What follows belongs to an exercise in optimizing a design on an open flow for small area; a production flow would make more cautious choices.
The RTL was checked by simulation tests, not by an equivalence proof against the original design.

==> amber: inputs <==
==> flow/design.v <==
package mips_registers_pkg;
    localparam int DATA_W   = 32;
    localparam int ADDR_W   = 5;
    localparam int NUM_REGS = 1 << ADDR_W;
    localparam logic [ADDR_W-1:0] REG_ZERO = 5'd0;
endpackage
module reg32_en #(
    parameter int DATA_W = 32
) (
    input  logic              clk,
    input  logic              en,
    input  logic [DATA_W-1:0] d,
    output logic [DATA_W-1:0] q
);
    logic [DATA_W-1:0] q_reg;
    always_ff @(posedge clk) begin
        if (en) begin
            q_reg <= d;
        end
    end
    assign q = q_reg;
endmodule
module rd_aoi222 (
    input  logic a1,
    input  logic a2,
    input  logic b1,
    input  logic b2,
    input  logic c1,
    input  logic c2,
    output logic y
);
    assign y = ~((a1 & a2) | (b1 & b2) | (c1 & c2));
endmodule
module rd_nand4 (
    input  logic a,
    input  logic b,
    input  logic c,
    input  logic d,
    output logic y
);
    assign y = ~(a & b & c & d);
endmodule
module rd_nand2 (
    input  logic a,
    input  logic b,
    output logic y
);
    assign y = ~(a & b);
endmodule
module rd_ao2111 (
    input  logic a1,
    input  logic a2,
    input  logic b,
    input  logic c,
    input  logic d,
    output logic y
);
    assign y = (a1 & a2) | b | c | d;
endmodule
module rd_mux31 (
    input  logic [31:1] sel,
    input  logic [31:1] din,
    output logic        dout
);
    logic [9:0] y;
    logic [2:0] z;
    genvar k;
    generate
        for (k = 0; k < 10; k++) begin : g_aoi
            rd_aoi222 u_aoi (
                .a1 (sel[3*k+1]), .a2 (din[3*k+1]),
                .b1 (sel[3*k+2]), .b2 (din[3*k+2]),
                .c1 (sel[3*k+3]), .c2 (din[3*k+3]),
                .y  (y[k])
            );
        end
    endgenerate
    rd_nand4 u_nz0 (.a(y[0]), .b(y[1]), .c(y[2]), .d(y[3]), .y(z[0]));
    rd_nand4 u_nz1 (.a(y[4]), .b(y[5]), .c(y[6]), .d(y[7]), .y(z[1]));
    rd_nand2 u_nz2 (.a(y[8]), .b(y[9]), .y(z[2]));
    rd_ao2111 u_or (
        .a1 (sel[31]), .a2 (din[31]),
        .b  (z[0]), .c (z[1]), .d (z[2]),
        .y  (dout)
    );
endmodule
module mips_registers #(
    parameter int DATA_W = mips_registers_pkg::DATA_W,
    parameter int ADDR_W = mips_registers_pkg::ADDR_W
) (
    input  logic              clk,
    input  logic              reset,
    input  logic [ADDR_W-1:0] read_reg1,
    input  logic [ADDR_W-1:0] read_reg2,
    input  logic [ADDR_W-1:0] write_reg,
    input  logic [DATA_W-1:0] write_data,
    input  logic              reg_write,
    output logic [DATA_W-1:0] read_data1,
    output logic [DATA_W-1:0] read_data2
);
    localparam int N_REGS = 1 << ADDR_W;
    logic [DATA_W-1:0] regs [1:N_REGS-1];
    logic [DATA_W-1:0] wdata;
    logic [N_REGS-1:1] sel1, sel2;
    assign wdata = reset ? '0 : write_data;
    genvar gi, gb;
    generate
        for (gi = 1; gi < N_REGS; gi++) begin : g_reg
            logic en;
            assign en = reset || (reg_write && (write_reg == ADDR_W'(gi)));
            reg32_en #(
                .DATA_W (DATA_W)
            ) u_reg (
                .clk  (clk),
                .en   (en),
                .d    (wdata),
                .q    (regs[gi])
            );
            assign sel1[gi] = (read_reg1 == ADDR_W'(gi));
            assign sel2[gi] = (read_reg2 == ADDR_W'(gi));
        end
        for (gb = 0; gb < DATA_W; gb++) begin : g_bit
            logic [N_REGS-1:1] col;
            for (gi = 1; gi < N_REGS; gi++) begin : g_col
                assign col[gi] = regs[gi][gb];
            end
            rd_mux31 u_rd1 (.sel(sel1), .din(col), .dout(read_data1[gb]));
            rd_mux31 u_rd2 (.sel(sel2), .din(col), .dout(read_data2[gb]));
        end
    endgenerate
endmodule
==> flow/run.sh <==
#!/bin/bash
# synth_recipe.tcl (not shown) runs the flow's synth.tcl, then flattens the netlist and writes it again
# the make line also repeats each setting of config.mk as NAME=value (left out here)
make -C /OpenROAD-flow-scripts/flow DESIGN_CONFIG=/design/flow/config.mk WORK_HOME=/design/flow/orfs CLKGATE_MAP_FILE= SYNTH_SCRIPT=/design/flow/synth_recipe.tcl finish
==> flow/config.mk <==
export PLATFORM = sky130hd
export DESIGN_NAME = mips_registers
export DESIGN_NICKNAME = mips_registers
export VERILOG_FILES = /design/flow/design.v
export SDC_FILE = /design/flow/constraint.sdc
export NUM_CORES = 4
export LEC_CHECK = 0
export CAP_MARGIN = 20
export CORE_MARGIN = 2
export CORE_UTILIZATION = 40
export SLEW_MARGIN = 20
export SYNTH_HIERARCHICAL = 1
==> flow/constraint.sdc <==
create_clock -name core_clock -period 10.0 [get_ports {clk}]
set_input_delay 2.0000 -clock core_clock [delete_from_list [all_inputs] [get_ports {clk}]]
set_output_delay 2.0000 -clock core_clock [all_outputs]
set_load 0.01 [all_outputs]
==> ember (differences from amber) <==
==> flow/design.v (replaced) <==
package mips_registers_pkg;
    localparam int DATA_W   = 32;
    localparam int ADDR_W   = 5;
    localparam int NUM_REGS = 1 << ADDR_W;
    localparam logic [ADDR_W-1:0] REG_ZERO = 5'd0;
endpackage
module reg32_en #(
    parameter int DATA_W = 32
) (
    input  logic              clk,
    input  logic              srst,
    input  logic              en,
    input  logic [DATA_W-1:0] d,
    output logic [DATA_W-1:0] q
);
    logic [DATA_W-1:0] q_reg;
    always_ff @(posedge clk) begin
        if (srst) begin
            q_reg <= '0;
        end else if (en) begin
            q_reg <= d;
        end
    end
    assign q = q_reg;
endmodule
module mips_registers #(
    parameter int DATA_W = mips_registers_pkg::DATA_W,
    parameter int ADDR_W = mips_registers_pkg::ADDR_W
) (
    input  logic              clk,
    input  logic              reset,
    input  logic [ADDR_W-1:0] read_reg1,
    input  logic [ADDR_W-1:0] read_reg2,
    input  logic [ADDR_W-1:0] write_reg,
    input  logic [DATA_W-1:0] write_data,
    input  logic              reg_write,
    output logic [DATA_W-1:0] read_data1,
    output logic [DATA_W-1:0] read_data2
);
    localparam int N_REGS = 1 << ADDR_W;
    logic [DATA_W-1:0] regs [0:N_REGS-1];
    logic              we   [1:N_REGS-1];
    assign regs[mips_registers_pkg::REG_ZERO] = '0;
    genvar gi;
    generate
        for (gi = 1; gi < N_REGS; gi++) begin : g_reg
            assign we[gi] = reg_write && (write_reg == ADDR_W'(gi));
            reg32_en #(
                .DATA_W (DATA_W)
            ) u_reg (
                .clk  (clk),
                .srst (reset),
                .en   (we[gi]),
                .d    (write_data),
                .q    (regs[gi])
            );
        end
    endgenerate
    genvar gl;
    generate
        for (gl = 0; gl < ADDR_W; gl++) begin : lvl
            localparam int N_NODES = N_REGS >> (gl + 1);
            logic [DATA_W-1:0] n1 [0:N_NODES-1];
            logic [DATA_W-1:0] n2 [0:N_NODES-1];
            for (gi = 0; gi < N_NODES; gi++) begin : node
                if (gl == 0) begin : g_leaf
                    assign n1[gi] = read_reg1[0] ? regs[2*gi+1] : regs[2*gi];
                    assign n2[gi] = read_reg2[0] ? regs[2*gi+1] : regs[2*gi];
                end else begin : g_inner
                    assign n1[gi] = read_reg1[gl] ? lvl[gl-1].n1[2*gi+1] : lvl[gl-1].n1[2*gi];
                    assign n2[gi] = read_reg2[gl] ? lvl[gl-1].n2[2*gi+1] : lvl[gl-1].n2[2*gi];
                end
            end
        end
    endgenerate
    assign read_data1 = lvl[ADDR_W-1].n1[0];
    assign read_data2 = lvl[ADDR_W-1].n2[0];
endmodule
Settings changed: SYNTH_HIERARCHICAL 1 to not set.
==> results.json <==
{
  "status": "timing/DRC/antenna clean",
  "seqPwrFrac": 0.454,
  "die_h_um": 358,
  "muxShareOfSynthArea": 0.256,
  "placed_area_mm2": 0.0521,
  "detail_route.iter0.violations": 5873,
  "grtUsageMet1": 0.396,
  "multi_input_cells": 4025,
  "whs_ns": 0.465,
  "min_from": "g_reg[22].u_reg.q_reg[18]$_SDFFE_PP0P_",
  "synth-edff-count": 0,
  "p_int_mw": 6.56,
  "synth_area_mm2": 0.0502,
  "grt_use_met2": 0.472,
  "areaGrowthSynthToFinish_pct": 10.9,
  "synth_top_family_by_area": "multiplexers"
}
# the run above: ember

==> results.json <==
{
  "whs_ns": 2.16,
  "muxShareOfSynthArea": 0,
  "grt_use_met2": 0.462,
  "seqPwrFrac": 0.533,
  "areaGrowthSynthToFinish_pct": 19.5,
  "die_h_um": 316,
  "synth_top_family_by_area": "compound AO/OA/AOI/OAI gates",
  "p_int_mw": 7.38,
  "status": "timing/DRC/antenna clean",
  "placed_area_mm2": 0.0432
}
# the run above: amber

-- what the ideal ports hide --
No port has a modelled driver above. Below, the same layouts with a new extraction and two added sets of constraints. Step 1: set_driving_cell puts a clkbuf_16 on clk and a buf_2 on each other input, an assumption about the parent block. Step 2 times the ports against the registers' clock, not the clock port: input delays grow and output delays shrink by t, the midpoint of the rising clock arrivals with the driver on. Three values: ideal, step 1, step 2; two values: the first two.
| run | t (ns) | setup slack, ns | hold slack, ns | worst data-port slew with drivers (ns) | pins driven straight from the clock port |
|---|---|---|---|---|---|
| amber | 0.740 | 2.117 / 2.024 / 2.024 | 2.158 / 2.115 / 2.855 | 0.18 | 1 |
| ember | 0.776 | 2.329 / 2.291 / 2.291 | 0.465 / 0.465 / 0.465 | 0.21 | 1 |
After both steps setup and hold are still met in every run listed. For amber, which loses most, drivers alone change the setup slack by -0.093 ns; drivers and shift together by -0.093 ns.
